Background: an optimization exercise with open tools, aiming at small area. Do not read the settings as production practice.
In this exercise RTL edits were held to simulation tests only and were not proved equivalent to the original.
Power and IR drop assume default switching activity.

File: flow/config.mk
export PLATFORM = sky130hd
export DESIGN_NAME = stream_parser
export DESIGN_NICKNAME = stream_parser
export VERILOG_FILES = /design/flow/design.v
export SDC_FILE = /design/flow/constraint.sdc
export NUM_CORES = 4
export LEC_CHECK = 0
export CAP_MARGIN = 10
export CORE_MARGIN = 2
export CORE_UTILIZATION = 78
export GPL_TIMING_DRIVEN = 0
export SLEW_MARGIN = 10
File: flow/constraint.sdc
create_clock -name core_clock -period 6.0 [get_ports {clk}]
set_input_delay 1.2000 -clock core_clock [delete_from_list [all_inputs] [get_ports {clk}]]
set_output_delay 1.2000 -clock core_clock [all_outputs]
set_load 0.01 [all_outputs]
File: flow/design.v
module stream_parser #(
  parameter int NUM_STREAMS = 32,
  parameter int MAX_BYTES   = 37,
  parameter int QDEPTH      = 2
) (
  input  logic                   clk,
  input  logic                   reset,
  input  logic [31:0]            dataIn,
  input  logic                   dataIn_val,
  output logic                   dataIn_ready,
  input  logic                   dataIN_last,
  output logic [MAX_BYTES*8-1:0] dataOut,
  output logic [8:0]             dataOut_bytes,
  output logic [15:0]            dataOut_stream,
  output logic [31:0]            dataOut_seq,
  output logic                   dataOut_val,
  input  logic                   dataOut_ready,
  output logic                   packetLost,
  output logic                   lenError
);
  localparam int NW = (MAX_BYTES + 3) / 4;    
  typedef enum logic [2:0] {IDLE, GET_SEQ, GET_DATA, DRAIN, COMMIT} stateType;
  stateType    stateReg;
  logic        lenErrorReg;
  logic [5:0]  bytesReg;         
  logic [3:0]  wordReg;          
  logic [15:0] streamReg;
  logic [31:0] seqReg;
  logic [1:0]  cntReg;
  logic        rdReg;
  logic        slotLost [2];
  logic        phReg;
  logic [7:0]  payA [MAX_BYTES], payB [MAX_BYTES];
  logic [5:0]  bytesA, bytesB;
  logic [15:0] streamA, streamB;
  logic [31:0] seqA, seqB;
  logic [31:0] stageReg;
  logic [3:0]  stageGrp;
  logic        stageV;
  logic        inAsm, wrAtB, headAtA;
  logic        accept, push, pop, full, wr;
  logic [15:0] headerLen;
  logic        badLen, finalWord;
  logic [3:0]  lastWord;
  logic [4:0]  idx;
  logic [31:0] prevSeq;
  logic        lostNow;
  assign headerLen = dataIn[31:16];
  assign badLen    = (headerLen < 16'd9) || (headerLen > 16'(MAX_BYTES + 8));
  assign lastWord  = 4'((bytesReg - 6'd1) >> 2);
  assign finalWord = (wordReg == lastWord);
  assign full         = cntReg[1];
  assign dataIn_ready = (stateReg != COMMIT) && !((stateReg == GET_DATA) && full);
  assign accept       = dataIn_val && dataIn_ready;
  assign push         = (stateReg == COMMIT);
  assign pop          = dataOut_val && dataOut_ready;
  assign wr           = rdReg ^ cntReg[0];    
  always_ff @(posedge clk) begin
    if (reset) begin
      stateReg    <= IDLE;
      lenErrorReg <= 1'b0;
    end else begin
      lenErrorReg <= 1'b0;
      case (stateReg)
        IDLE: if (accept) begin
          if (dataIN_last) lenErrorReg <= 1'b1;
          else if (badLen) begin
            lenErrorReg <= 1'b1;
            stateReg    <= DRAIN;
          end else stateReg <= GET_SEQ;
        end
        GET_SEQ: if (accept) begin
          if (dataIN_last) begin
            lenErrorReg <= 1'b1;
            stateReg    <= IDLE;
          end else stateReg <= GET_DATA;
        end
        GET_DATA: if (accept) begin
          if (finalWord) begin
            if (dataIN_last) stateReg <= COMMIT;
            else begin
              lenErrorReg <= 1'b1;
              stateReg    <= DRAIN;
            end
          end else if (dataIN_last) begin
            lenErrorReg <= 1'b1;
            stateReg    <= IDLE;
          end
        end
        DRAIN: if (accept && dataIN_last) stateReg <= IDLE;
        default: stateReg <= IDLE;
      endcase
    end
  end
  always_ff @(posedge clk) begin
    if (stateReg == IDLE && accept) begin
      bytesReg  <= 6'(headerLen[5:0] - 6'd8);
      streamReg <= dataIn[15:0];
    end
    if (stateReg == GET_SEQ && accept) seqReg <= dataIn;
    if (stateReg == IDLE) wordReg <= '0;
    else if (stateReg == GET_DATA && accept) wordReg <= wordReg + 4'd1;
  end
  assign inAsm   = (stateReg == GET_DATA) && !full;
  assign wrAtB   = (phReg != wr);
  always_ff @(posedge clk) begin
    if (reset) headAtA <= 1'b1;
    else       headAtA <= (~phReg == (rdReg ^ pop));
  end
  logic [31:0] busE, busO;
  always_ff @(posedge clk) begin
    if (reset) begin
      phReg  <= 1'b0;
      stageV <= 1'b0;
    end else begin
      phReg  <= ~phReg;
      stageV <= accept && inAsm && !wrAtB;
    end
    stageReg <= dataIn;
    stageGrp <= wordReg;
  end
  assign busE = (stageV && !stageGrp[0]) ? stageReg : dataIn;
  assign busO = (stageV &&  stageGrp[0]) ? stageReg : dataIn;
  for (genvar b = 0; b < MAX_BYTES; b++) begin : gByte
    logic wen;
    assign wen = (inAsm && wrAtB && (wordReg == 4'(b / 4))) ||
                 (stageV && (stageGrp == 4'(b / 4)));
    always_ff @(posedge clk) begin
      payB[b] <= payA[b];
      if (wen) payA[b] <= ((b / 4) % 2 == 0) ? busE[31-8*(b%4) -: 8]
                                             : busO[31-8*(b%4) -: 8];
      else     payA[b] <= payB[b];
    end
  end
  always_ff @(posedge clk) begin
    bytesB  <= bytesA;
    streamB <= streamA;
    seqB    <= seqA;
    if ((inAsm || push) && wrAtB) begin
      bytesA  <= bytesReg;
      streamA <= streamReg;
      seqA    <= seqReg;
    end else begin
      bytesA  <= bytesB;
      streamA <= streamB;
      seqA    <= seqB;
    end
  end
  for (genvar s = 0; s < 2; s++) begin : gSlot
    always_ff @(posedge clk) begin
      if (push && wr == s) slotLost[s] <= lostNow;
    end
  end
  always_ff @(posedge clk) begin
    if (reset) begin
      cntReg <= '0;
      rdReg  <= 1'b0;
    end else begin
      cntReg <= cntReg + {1'b0, push} - {1'b0, pop};
      if (pop) rdReg <= ~rdReg;
    end
  end
  localparam int NRING = NUM_STREAMS / 4;
  logic [31:0] ring [NRING][4];
  logic [1:0]  rotReg, clrCnt;
  logic        lastValid, clr;
  logic        lastSlot;
  logic [4:0]  lastIdx, ridx;
  logic [31:0] lastSeq, seqM1, wrData;
  logic [31:0] portVal, capReg, src;
  logic        wAligned, aligned, hitLast;
  assign lastSlot = ~wr;
  assign lastIdx  = (phReg == lastSlot) ? streamA[4:0] : streamB[4:0];
  assign lastSeq  = (phReg == lastSlot) ? seqA : seqB;
  assign wAligned = (2'(lastIdx[1:0] + rotReg) == 2'd3);
  assign clr      = reset || (clrCnt != 2'd0);
  assign wrData   = ({32{!clr && (phReg == lastSlot)}} & seqA) |
                    ({32{!clr && (phReg != lastSlot)}} & seqB);
  for (genvar j = 0; j < NRING; j++) begin : gRing
    always_ff @(posedge clk) begin
      for (int q = 1; q < 4; q++) ring[j][q] <= ring[j][q-1];
      if (clr || (lastValid && wAligned && lastIdx[4:2] == 3'(j))) ring[j][0] <= wrData;
      else ring[j][0] <= ring[j][3];
    end
  end
  always_ff @(posedge clk) begin
    if (reset) clrCnt <= 2'd3;
    else if (clrCnt != 2'd0) clrCnt <= clrCnt - 2'd1;
  end
  always_ff @(posedge clk) begin
    if (reset) begin
      rotReg    <= '0;
      lastValid <= 1'b0;
    end else begin
      rotReg <= rotReg + 2'd1;
      if (push) lastValid <= 1'b1;
    end
  end
  assign ridx    = (stateReg == IDLE) ? dataIn[4:0] : streamReg[4:0];
  assign aligned = (2'(ridx[1:0] + rotReg) == 2'd0);
  assign portVal = ring[ridx[4:2]][0];
  always_ff @(posedge clk) begin
    if (aligned) capReg <= portVal;
  end
  assign idx     = streamReg[4:0];
  assign hitLast = lastValid && (lastIdx == idx);
  assign src     = aligned ? portVal : capReg;
  assign prevSeq = hitLast ? lastSeq : src;
  assign seqM1   = seqReg - 32'd1;
  assign lostNow = (prevSeq != seqM1);
  logic [5:0] headBytes;
  assign headBytes = headAtA ? bytesA : bytesB;
  for (genvar b = 0; b < MAX_BYTES; b++) begin : gOut
    logic keepA, keepB;
    assign keepA = (6'(b) < bytesA);
    assign keepB = (6'(b) < bytesB);
    assign dataOut[(MAX_BYTES-1-b)*8 +: 8] =
      ({8{keepA && headAtA}} & payA[b]) | ({8{keepB && !headAtA}} & payB[b]);
  end
  assign dataOut_val    = (cntReg != 2'd0);
  assign dataOut_bytes  = {3'b000, headBytes};
  assign dataOut_stream = headAtA ? streamA : streamB;
  assign dataOut_seq    = headAtA ? seqA : seqB;
  assign packetLost     = slotLost[rdReg];
  assign lenError       = lenErrorReg;
endmodule
File: flow/flow/run.sh
#!/bin/bash
# The standard layout (standard.sh: the ORFS flow with the standard
# synthesis, unchanged) with a few OpenROAD options changed:
#  - the buffers Yosys/ABC put in are removed at floorplan, as placement
#    repair re-buffers what needs it;
#  - every input and output port still gets its own buffer, a buf_1;
#  - the clock tree uses clkbuf_8 buffers, sink clusters of up to 20 and
#    no dummy loads.
# ORFS's own logs stay under orfs/logs; the make output goes to standard.log.
set -euo pipefail
export REMOVE_ABC_BUFFERS=1
export BUFFER_PORTS_ARGS="-buffer_cell sky130_fd_sc_hd__buf_1"
export CTS_ARGS="-sink_clustering_enable -repair_clock_nets -dont_use_dummy_load -buf_list {sky130_fd_sc_hd__clkbuf_8} -sink_clustering_size 20 -sink_clustering_max_diameter 50"
bash standard.sh > standard.log 2>&1
File: flow/standard.sh
#!/bin/bash
# synth_recipe.tcl (not shown) runs the flow's synth.tcl, then flattens the netlist and writes it again
# the make line also repeats each setting of config.mk as NAME=value (left out here)
make -C /OpenROAD-flow-scripts/flow DESIGN_CONFIG=/design/flow/config.mk WORK_HOME=/design/flow/orfs CLKGATE_MAP_FILE= SYNTH_SCRIPT=/design/flow/synth_recipe.tcl "${@:-finish}"
==> summary.txt, run 1 <==
outcome -> complete, no violations
RSZ-0062 raised after global routing -> no
sequential fraction of the synthesis area -> 69.03%
Clock Power Share -> 19.8%
antenna violations before repair -> 11
Yosys top cell by area -> dfxtp_1
DRT iter0 DRCs -> 4182
hold path cells -> 0
hold-fix buffers at CTS -> 0
Vias/cell -> 6.445
Antenna Nets Post-Route -> 0
port bufs -> 390
top cell type's share of synthesized area -> 65.97%
via count -> 37880
depth of the CTS H-tree -> 3
area grow syn2layout -> 8.306%
dpl hpwl -> 105100 microns
proportion of synthesized area in mux cells -> 4.551%
worst-path fanout max -> 21
post-route cell area -> 59520 sq um
Initial Util -> 78.61%
switching power share of the total -> 35.29%
Netlist cell types -> 86
final hold violations -> 0
Hold WC Path Type -> reg2reg
Max-slew headroom -> 9.293%
Final Util -> 85.14%
CTS Buf Count -> 120
setup bufs post-CTS -> 0
height of the die -> 269.4 microns
Worst EP required -> 6340 ps
Mapped Avg Cell Area -> 11.92 sq um
clk slew on worst S/H paths -> 120 ps
Post-Synthesis Cells -> 4611
fin nets -> 4985
Core Area -> 69910 sq um
Max-cap violations -> 0
number of core rows -> 97
Data arrival, critical path -> 6070 ps
period utilization -> 95.44%
top cells by area, synth -> dfxtp_1 (66%), a22o_1 (4.8%), nor2_1 (4.5%)
worst-skew pair later-pin latency -> 780 ps
area share of and/or/nand/nor cells after synthesis -> 7.099%
share of power burned in registers -> 51.5%
die width -> 269.4 microns
adder-cell share of the synthesized area -> 0.3188%
#FFs+latches synth -> 1867
pre-CTS setup slack -> -282.5 ps
Synth Area in Compound Gates -> 15.32%
first-pass GRT wire length -> 228000 microns
Cell Area, Synth -> 54950 sq um
root buf cell -> clkbuf_8
Final WS setup -> 273.7 ps
Placed Area -> 57830 sq um
fill count -> 3734
Lkg Pwr -> 22.68 nW
vias in the first global route -> 37350
DR DRC count -> 0
Wirelength per Cell -> 26.19 microns
largest net degree at the start of global routing -> 73
switching pwr -> 9.536 mW
Slew Limit Fails -> 0
largest family of logic cells by synthesized area -> compound AO/OA/AOI/OAI gates
Final setup viols -> 0
grt ovf -> 0
CP Capture Type -> flop
power density over the cells -> 454.0 nW/um^2
GP Congestion -> 0.9699
CTS sink cnt -> 1867
cts repair resizes -> 1
fin cells -> 5878
I/O Pins -> 394
Max VDD drop -> 0.3621 mV
full die area -> 72590 sq um
placed cell count -> 5752
Power, Total -> 27.02 mW
Internal -> 17.48 mW
final WL -> 153900 microns
Most used DFF post-synth -> dfxtp_1
Clock Skews -> 85.54 ps
Tmin final -> 5726 ps
Tot GR Track Use -> 41.32%
CP Launch Type -> flop
R2R cell count -> 14
Slew @ Worst Pin -> 1350 ps
asr flop ratio synth -> 0%
Clock Tree Buf Depth -> 3
Max Freq -> 174.6 MHz
CTS tree -> built
Post-synth EDFFs -> 56
YS warnings -> 5
xor/xnor share of the synthesized area -> 1.528%
1st-pass router iterations -> 7
crit path kind -> reg2reg
Comb pwr share -> 28.7%
share of cells above drive strength 1 -> 6.995%
## cells in the final DEF (no fill, tap or decap), types with 8 or more instances in the layout
cell type,count
o21ai_0,82
o2111ai_1,9
a22o_1,300
o21ai_1,10
edfxtp_1,56
xor2_1,38
nor3b_1,12
xnor2_1,55
ha_1,14
nand3_1,26
a21oi_1,363
a22oi_1,64
nand4_1,12
nor2_4,8
buf_16,19
inv_1,39
buf_12,19
a32o_1,9
nor2_1,656
nor3_1,28
or3_1,8
nand2b_1,15
clkbuf_8,120
mux2_2,107
buf_1,389
dfxtp_1,1810
a211oi_1,262
a31oi_1,12
nand3b_1,9
mux2i_1,114
o22ai_1,9
nand2_1,79
## worst max-delay path, cell delays in order, from the launching register on
cell and delay (ps):
dfxtp_1 740, nor3_2 150, nand2_1 90, o21ai_0 100, ha_1 200, xnor2_1 280
and4b_1 500, or2_1 970, o21ai_0 280, o21ai_2 300, xor2_1 170, nand4_1 170
or4_1 620, a221oi_2 270, o2111ai_1 430
## power by group through the flow
stage | logic, mW | clock network, mW | registers [mW]
after global placement | 7.23 | 0 | 14.1
after CTS | 7.53 | 5.33 | 13.9
after global routing | 7.99 | 5.78 | 14.0
final | 7.76 | 5.35 | 13.9
after detailed placement | 7.44 | 0 | 14.1
after floorplan | 4.33 | 0 | 13.9
## logic make-up after synthesis
logic type               Yosys count
AO/OA/AOI/OAI                   1207
XOR/XNOR                          95
adder cells (fa/ha/maj)           14
buffers and inverters            283
flip-flops                      1867
multiplexers                     231
other                              1
AND/OR/NAND/NOR                  913
## final timing paths
check / start / endpoint / slack [ps]
worst min-delay path: ring[2][30] / ring[3][30] / 260
worst min register to register: ring[2][30] / ring[3][30] / 260
worst max-delay path: stateReg[2] / slotLost[0] / 270
worst max register to register: stateReg[2] / slotLost[0] / 270
## layout make-up
| type | count | area (sq um) | area share [%] |
|---|---|---|---|
| antenna | 6 | 15.01 | 0.02523 |
| sequential | 1867 | 37940 | 63.75 |
| inverter | 40 | 151.4 | 0.2544 |
| multi-input combinational | 2463 | 16070 | 27.00 |
| tap | 940 | 1176 | 1.976 |
| timing repair buffer | 442 | 2515 | 4.226 |
| clock buffer | 120 | 1652 | 2.775 |
## through the flow
step | TNS, ps | hold slack, ps
6_report | 0 | 261.5
5_1_grt | 0 | 256.0
4_1_cts | 0 | 260.8
3_5_place_dp | -565.0 | 312.1
3_3_place_gp | -3370380 | 309.7
2_1_floorplan | -322300 | 309.6
## state kept, by name, indices dropped and copies added, names as in the netlist, 6 cells and up
name,flops
streamA,16
bytesA,6
streamB,16
ring,1024
bytesReg,6
payB,296
seqA,32
stageReg,32
streamReg,16
capReg,32
payA,296
seqB,32
bytesB,6
seqReg,32
## layer usage
metal  global-route usage [%]  up-vias  part of all wire (%)
li1                         -    16800                     -
met1                    50.63    18420                    38
met2                    65.56     2089                    46
met3                    10.69      570                   9.3
met4                    26.15        8                   7.3
met5                        0        -                 0.038
## Yosys cell counts (all sizes together), types with 14 or more instances
cell	n
dfxtp	1811
nor2	665
a21oi	365
a22o	304
a211oi	263
clkbuf	162
mux2i	122
mux2	109
o21ai	96
buf	81
nand2	80
a22oi	64
xnor2	57
edfxtp	56
inv	39
xor2	38
nor3	32
nand3	26
nand2b	17
a32o	14
ha	14
==> inputs of run 2 (changes only) <==
--- a/flow/flow/run.sh
+++ b/flow/flow/run.sh
@@ -11,4 +11,4 @@
 export REMOVE_ABC_BUFFERS=1
 export BUFFER_PORTS_ARGS="-buffer_cell sky130_fd_sc_hd__buf_1"
-export CTS_ARGS="-sink_clustering_enable -repair_clock_nets -dont_use_dummy_load -buf_list {sky130_fd_sc_hd__clkbuf_8} -sink_clustering_size 20 -sink_clustering_max_diameter 50"
+export CTS_ARGS="-sink_clustering_enable -repair_clock_nets -dont_use_dummy_load -buf_list {sky130_fd_sc_hd__clkbuf_16} -sink_clustering_size 40 -sink_clustering_max_diameter 50"
 bash standard.sh > standard.log 2>&1
--- a/flow/config.mk
+++ b/flow/config.mk
@@ -8,5 +8,5 @@
 export CAP_MARGIN = 10
 export CORE_MARGIN = 2
-export CORE_UTILIZATION = 78
+export CORE_UTILIZATION = 68
 export GPL_TIMING_DRIVEN = 0
 export SLEW_MARGIN = 10
==> run 2 against run 1 <==
Still clean on timing, DRC and antenna. Cell area is 3.3% higher. Combinational power is essentially flat. Synthesized cell count is the same. Sequential share of layout area decreased by 2.0 points. Highest routed layer unchanged. Hold slack better by 21 ps. Register-to-register slack lost 80 ps. Critical path depth is the same. Sequential power barely moved. Sequential cell count did not move. Wire length is 1.6% lower.
==> summary.txt, run 2 <==
Slew Limit Fails -> 0 (unchanged)
Max VDD drop -> 0.3908 mV (+7.9%)
Clock Skews -> 72.04 ps (-13.50 ps)
CTS sink cnt -> 1867 (unchanged)
list of most frequent post-synthesis cells -> dfxtp_1 (1811), nor2_1 (664), a21oi_1 (365)
Most used DFF post-synth -> dfxtp_1
fill count -> 5233 (+40%)
port bufs -> 390 (unchanged)
proportion of synthesized area in mux cells -> 4.551% (unchanged)
dpl hpwl -> 102700 microns (-2.3%)
top cell type's share of synthesized area -> 65.97% (unchanged)
Top delay family on crit path -> simple AND/OR/NAND/NOR gates
Max-cap violations -> 0 (unchanged)
Netlist cell types -> 86 (unchanged)
Tmin final -> 5806 ps (+79.68 ps)
#FFs+latches synth -> 1867 (unchanged)
final WL -> 151400 microns (-1.6%)
RSZ-0062 raised after global routing -> no
vias in the first global route -> 35920 (-3.8%)
most frequent cell after synthesis -> dfxtp_1
cells along the critical path -> nor3_2 > nand2_1 > o21ai_0 > ha_1 > xnor2_1 > and4b_1 > or2_1 > o21ai_0 > o21ai_1 > xor2_1 > nand3_1 > or4_1 > a221oi_2 > o2111ai_1
register area -> 37940 sq um (unchanged)
root buf cell -> clkbuf_16
DRT iter0 DRCs -> 2849 (-32%)
largest family of logic cells by synthesized area -> compound AO/OA/AOI/OAI gates
Data arrival, critical path -> 6070 ps (about the same)
Lkg Pwr -> 23.50 nW (+3.6%)
pre-CTS setup slack -> -269.3 ps (+13.23 ps)
hold-fix buffers at CTS -> 0 (unchanged)
area share of and/or/nand/nor cells after synthesis -> 7.099% (unchanged)
Wirelength per Cell -> 25.18 microns (-3.8%)
first-pass GRT wire length -> 223200 microns (-2.1%)
setup tns final -> 0 ps (unchanged)
max FFs per register -> 1024 (unchanged)
power density over the cells -> 481.3 nW/um^2 (+6.0%)
share of cells above drive strength 1 -> 7.433% (+0.44 points)
final hold violations -> 0 (unchanged)
fin nets -> 5004 (+0.38%)
grt ovf -> 0 (unchanged)
Post-synth EDFFs -> 56 (unchanged)
period utilization -> 96.77% (+1.3 points)
CP max stage cell -> or2_1
worst-path fanout max -> 21 (unchanged)
CP Capture Type -> flop
number of core rows -> 104 (+7.2%)
Hold WC Path Type -> reg2reg
top flop regs -> ring x1024, payA x296, payB x296
Final Util -> 76.57% (-8.6 points)
outcome -> complete, no violations
Clock Tree Buf Depth -> 3 (unchanged)
fin cells -> 6013 (+2.3%)
CTS tree -> built
Cell Area, Synth -> 54950 sq um (unchanged)
Mapped Avg Cell Area -> 11.92 sq um (unchanged)
antenna violations before repair -> 8 (-3)
Post-Synthesis Cells -> 4611 (unchanged)
Max Freq -> 172.2 MHz (-1.4%)
Final setup viols -> 0 (unchanged)
largest net degree at the start of global routing -> 70 (-4.1%)
area grow syn2layout -> 11.87%
Synth Area in Compound Gates -> 15.32% (unchanged)
Initial Util -> 68.45% (-10 points)
sequential fraction of the synthesis area -> 69.03% (unchanged)
clk slew on worst S/H paths -> 80 ps (-40 ps)
commonest non-fill, non-tap cell in the layout -> dfxtp_1
CTS Buf Count -> 137 (+14%)
placed cell count -> 5870 (+2.1%)
highest-count cells in the layout ignoring fill and taps -> dfxtp_1 (1810), nor2_1 (656), buf_1 (390)
Worst EP required -> 6260 ps (-80 ps)
Most common cell on crit path -> o21ai_0
Tot GR Track Use -> 35.77% (-5.6 points)
GP Congestion -> 0.9939 (+2.5%)
Yosys top cell by area -> dfxtp_1
crit path kind -> reg2reg
largest register by flop count -> ring
top cells by area, synth -> dfxtp_1 (66%), a22o_1 (4.8%), nor2_1 (4.5%)
xor/xnor share of the synthesized area -> 1.528% (unchanged)
Core Area -> 80290 sq um (+15%)
Antenna Nets Post-Route -> 0 (unchanged)
I/O Pins -> 394 (unchanged)
1st-pass router iterations -> 5 (-2)
worst-skew pair later-pin latency -> 730 ps (-50 ps)
Slew @ Worst Pin -> 1296 ps (-54.06 ps)
Vias/cell -> 6.114 (-5.1%)
Placed Area -> 57970 sq um (+0.23%)
full die area -> 83100 sq um (+14%)
adder-cell share of the synthesized area -> 0.3188% (unchanged)
depth of the CTS H-tree -> 4 (+1)
Final WS setup -> 194.0 ps (-79.68 ps)
via count -> 36770 (-3.0%)
post-route cell area -> 61480 sq um (+3.3%)
CP peak stage delay -> 990 ps (+20 ps)
YS warnings -> 5 (unchanged)
asr flop ratio synth -> 0% (unchanged)
multi-input combinational cell area -> 16110 sq um (+0.28%)
height of the die -> 288.3 microns (+7.0%)
DR DRC count -> 0 (unchanged)
CP Launch Type -> flop
die width -> 288.3 microns (+7.0%)
Max-slew headroom -> 11.12% (+1.8 points)
worst path bufs/invs -> 0 (unchanged)
## run 2: cell counts after synthesis
No cell type changed its count.
## run 2: kinds of logic after synthesis
kind of cell	Yosys count
AOI/OAI and AO/OA	1207
xor gates and xnor gates	95
adders and majority gates	14
buffers and inverters	283
DFF	1867
muxes	231
other	1
and+or+nand+nor	913
## run 2: path summary, 6_finish.rpt
check / slack, ps / start / endpoint / depth (start not counted)
worst min-delay path: 280 / ring[18][17] / ring[19][17] / 0
worst max register to register: 190 / stateReg[0] / slotLost[0] / 14
worst max-delay path: 190 / stateReg[0] / slotLost[0] / 14
worst min register to register: 280 / ring[18][17] / ring[19][17] / 0
## run 2: report_power, final
| part | internal [mW] | total (mW) | leakage [nW] | switching (mW) |
|---|---|---|---|---|
| Sequential | 13.2 | 13.9 | 15.6 | 0.672 |
| Clock | 4.03 | 7.95 | 1.69 | 3.92 |
| Combinational | 2.52 | 7.76 | 6.23 | 5.24 |
| Total | 19.8 | 29.6 | 23.5 | 9.83 |
## run 2: cell type report
type	instances	area share (%)
well taps	1060	2.157
diodes	2	0.008141
inverters	40	0.2463
repair buffers	444	4.089
multi-input cells	2463	26.21
flip-flops and latches	1867	61.71
clock buffers	137	5.576
## run 2: timing repair
action                     in CTS  in global routing
resized for setup               2                  0
setup endpoints to repair      13                  0
setup buffers                   0                  0
## run 2: stage by stage
stage / total power, mW / hold WS, ps
after floorplan: 18.25 / 309.6
after global routing: 30.50 / 283.3
after CTS: 29.43 / 281.9
after global placement: 21.50 / 309.7
after detailed placement: 21.63 / 312.1
final: 29.59 / 282.7
## run 2: metal layers
layer | part of all wire (%) | global-route usage (%) | routed length [microns]
met5 | 0.061 | 0 | 92
met4 | 5.7 | 18.92 | 8671
met3 | 8.0 | 9.028 | 12090
met2 | 46 | 57.60 | 70300
met1 | 40 | 44.57 | 60260
==> inputs of run 3 (changes only) <==
--- a/flow/flow/run.sh
+++ b/flow/flow/run.sh
@@ -11,4 +11,4 @@
 export REMOVE_ABC_BUFFERS=1
 export BUFFER_PORTS_ARGS="-buffer_cell sky130_fd_sc_hd__buf_1"
-export CTS_ARGS="-sink_clustering_enable -repair_clock_nets -dont_use_dummy_load -buf_list {sky130_fd_sc_hd__clkbuf_16} -sink_clustering_size 40 -sink_clustering_max_diameter 50"
+export CTS_ARGS="-sink_clustering_enable -repair_clock_nets -dont_use_dummy_load -buf_list {sky130_fd_sc_hd__clkbuf_8} -sink_clustering_size 24 -sink_clustering_max_diameter 40"
 bash standard.sh > standard.log 2>&1
==> run 3 against run 2 <==
Still clean on timing, DRC and antenna. Register-to-register slack improved by 160 ps. Maximum frequency up 2.9%. Wire length is 1.6% lower. Power decreased by 6.9%. Via count down 1.0%. Critical path depth shrank 1. Cell area shrank 2.1%. Worst setup slack better by 160 ps. Sequential cell count is the same. Largest cell class unchanged. Highest routed layer unchanged.
==> summary.txt, run 3 <==
outcome -> complete, no violations
top cells by area, synth -> dfxtp_1 (66%), a22o_1 (4.8%), nor2_1 (4.5%)
fin nets -> 5019 (+0.30%)
antenna violations before repair -> 9 (+1)
share of cells above drive strength 1 -> 7.692% (+0.26 points)
Most common cell on crit path -> o21ai_0
Tot GR Track Use -> 35.13% (-0.64 points)
Max Freq -> 177.3 MHz (+2.9%)
via count -> 36390 (-1.0%)
worst-skew pair later-pin latency -> 850 ps (+120 ps)
pre-CTS setup slack -> -269.3 ps (unchanged)
final WL -> 149000 microns (-1.6%)
highest-count cells in the layout ignoring fill and taps -> dfxtp_1 (1810), nor2_1 (656), buf_1 (390)
asr flop ratio synth -> 0% (unchanged)
R2R cell count -> 13 (-1)
port bufs -> 390 (unchanged)
CTS tree -> built
first-pass GRT wire length -> 218600 microns (-2.1%)
max FFs per register -> 1024 (unchanged)
sequential fraction of the synthesis area -> 69.03% (unchanged)
Data arrival, critical path -> 6060 ps (about the same)
depth of the CTS H-tree -> 4 (unchanged)
placed cell count -> 5870 (unchanged)
commonest non-fill, non-tap cell in the layout -> dfxtp_1
GP Congestion -> 0.9939 (unchanged)
fill count -> 5467 (+4.5%)
Yosys top cell by area -> dfxtp_1
Initial Util -> 68.45% (unchanged)
Hold WC Path Type -> reg2reg
Cell Area, Synth -> 54950 sq um (unchanged)
crit path kind -> reg2reg
largest register by flop count -> ring
area grow syn2layout -> 9.481%
Max-cap violations -> 0 (unchanged)
hold path cells -> 0 (unchanged)
Slew @ Worst Pin -> 1329 ps (+32.46 ps)
CTS Buf Count -> 154 (+12%)
root buf cell -> clkbuf_8
setup tns final -> 0 ps (unchanged)
Clock Tree Buf Depth -> 3 (unchanged)
1st-pass router iterations -> 5 (unchanged)
Final setup viols -> 0 (unchanged)
cells along the critical path -> nor3_2 > o21ai_0 > ha_1 > xnor2_1 > and4b_1 > or2_1 > o21ai_0 > o21ai_1 > xor2_1 > nand3_1 > or4_1 > a221oi_2 > o2111ai_1
full die area -> 83100 sq um (unchanged)
dpl hpwl -> 102700 microns (unchanged)
die width -> 288.3 microns (unchanged)
DR DRC count -> 0 (unchanged)
Placed Area -> 57970 sq um (unchanged)
Worst EP required -> 6420 ps (+160 ps)
Post-synth EDFFs -> 56 (unchanged)
Core Area -> 80290 sq um (unchanged)
Wirelength per Cell -> 24.70 microns (-1.9%)
Power, Total -> 27.56 mW (-6.9%)
hold_sp -> ring[18][17]
CP peak stage delay -> 1000 ps (about the same)
final hold violations -> 0 (unchanged)
most frequent cell after synthesis -> dfxtp_1
DRT iter0 DRCs -> 2850 (+0.035%)
fin cells -> 6033 (+0.33%)
Hold Slack -> 253.6 ps (-29.08 ps)
period utilization -> 94.02% (-2.7 points)
worst flop-to-flop path endpoint -> slotLost[0]
YS warnings -> 5 (unchanged)
height of the die -> 288.3 microns (unchanged)
CTS sink cnt -> 1867 (unchanged)
Final Util -> 74.93% (-1.6 points)
number of core rows -> 104 (unchanged)
hold-fix buffers at CTS -> 0 (unchanged)
clk slew on worst S/H paths -> 110 ps (+30 ps)
Netlist cell types -> 86 (unchanged)
Max VDD drop -> 0.3440 mV (-12%)
largest net degree at the start of global routing -> 70 (unchanged)
RSZ-0062 raised after global routing -> no
sink of the worst hold path -> ring[19][17]
power density over the cells -> 458.1 nW/um^2 (-4.8%)
#FFs+latches synth -> 1867 (unchanged)
top cell type's share of synthesized area -> 65.97% (unchanged)
Mapped Avg Cell Area -> 11.92 sq um (unchanged)
Clock Skews -> 111.0 ps (+38.98 ps)
Final WS setup -> 358.9 ps (+164.9 ps)
top flop regs -> ring x1024, payA x296, payB x296
reg2reg start -> stateReg[2]
R2R Setup Slk -> 360 ps (+160 ps)
worst-path fanout max -> 21 (unchanged)
Lkg Pwr -> 22.91 nW (-2.5%)
CP Capture Type -> flop
vias in the first global route -> 35400 (-1.4%)
I/O Pins -> 394 (unchanged)
CP Launch Type -> flop
Vias/cell -> 6.032 (-1.3%)
grt ovf -> 0 (unchanged)
post-route cell area -> 60160 sq um (-2.1%)
Max-slew headroom -> 11.10% (-0.019 points)
Tmin final -> 5641 ps (-164.9 ps)
CP max stage cell -> or2_1
list of most frequent post-synthesis cells -> dfxtp_1 (1811), nor2_1 (664), a21oi_1 (365)
Most used DFF post-synth -> dfxtp_1
Post-Synthesis Cells -> 4611 (unchanged)
Antenna Nets Post-Route -> 0 (unchanged)
Slew Limit Fails -> 0 (unchanged)
## run 3: what timing repair did
item                       4_1_cts  5_1_grt
setup buffers                    0        0
resized for setup                1        0
setup endpoints to repair       23        0
## run 3: routing by layer
layer,wire length [microns],GRT usage (%)
met1,59410,43.59
met2,68770,56.38
met3,12530,9.637
met4,8240,18.20
met5,44,0
## run 3: cells by family after synthesis
family                     after synthesis  synth area share, %
AOI/OAI and AO/OA                     1207                15.32
xor gates and xnor gates                95                1.528
adders and majority gates               14               0.3188
buffers and inverters                  283                2.140
DFF                                   1867                69.03
muxes                                  231                4.551
other                                    1             0.006824
and+or+nand+nor                        913                7.099
## run 3: power by group
group	internal [mW]	switching, mW	total (mW)	leakage, nW
Clock	2.29	3.68	5.97	1.11
Sequential	13.2	0.666	13.9	15.6
Combinational	2.51	5.21	7.72	6.22
## run 3: critical path, delay by kind of cell (launching register included)
family | cells | cell delay (ps)
simple gates | 5 | 2420
compound gates | 5 | 1530
xor+xnor | 2 | 580
flops | 1 | 500
fa+ha+maj | 1 | 210
## run 3: final cells by class
class	instances	area (sq um)	area share [%]
sequential	1867	37940	63.06
multi-input combinational	2463	16110	26.78
timing repair buffer	442	2499	4.153
clock buffer	154	2120	3.523
tap	1060	1326	2.204
inverter	40	151.4	0.2516
antenna	7	17.52	0.02912
## run 3: worst max path at each step
stage	from	slack, ps	end	depth (start not counted)
floorplan	rdReg	-1280	ring[12][0]	11
global placement	rdReg	-7820	seqA[3]	4
detailed placement	dataIn[1]	-270	slotLost[1]	11
CTS	stateReg[2]	390	slotLost[0]	13
global route	stateReg[0]	230	slotLost[1]	14
finish	stateReg[2]	360	slotLost[0]	13

==> separate check: timing with driven ports <==
In the flow no input, the clock included, has a driving cell. The finished layouts below were timed again as built, in two steps.
Step 1 assumes that a clkbuf_16 drives the clock port and a buf_2 every other input.
Step 2 times the ports against the registers' clock, not the clock port: input delays grow and output delays shrink by t, the midpoint of the rising clock arrivals with the driver on.
a / b / c = no drivers / after step 1 / after step 2; a / b = the first two.
run | t (ns) | setup WS [ns] | worst setup path at the end | clock arrival spread, ns | worst data-port slew with drivers (ns)
run 1 | 0.815 | 0.274 / 0.274 / -0.361 | input to register | 0.089 / 0.089 | 0.16
run 2 | 0.774 | 0.194 / 0.194 / -0.488 | input to register | 0.079 / 0.080 | 0.14
run 3 | 0.875 | 0.359 / 0.359 / -0.344 | input to register | 0.123 / 0.122 | 0.15
Met with ideal ports but missed after step 2: setup timing in every run listed. For run 3, which loses most, drivers alone change the setup slack by 0.000 ns; drivers and shift together by -0.703 ns.
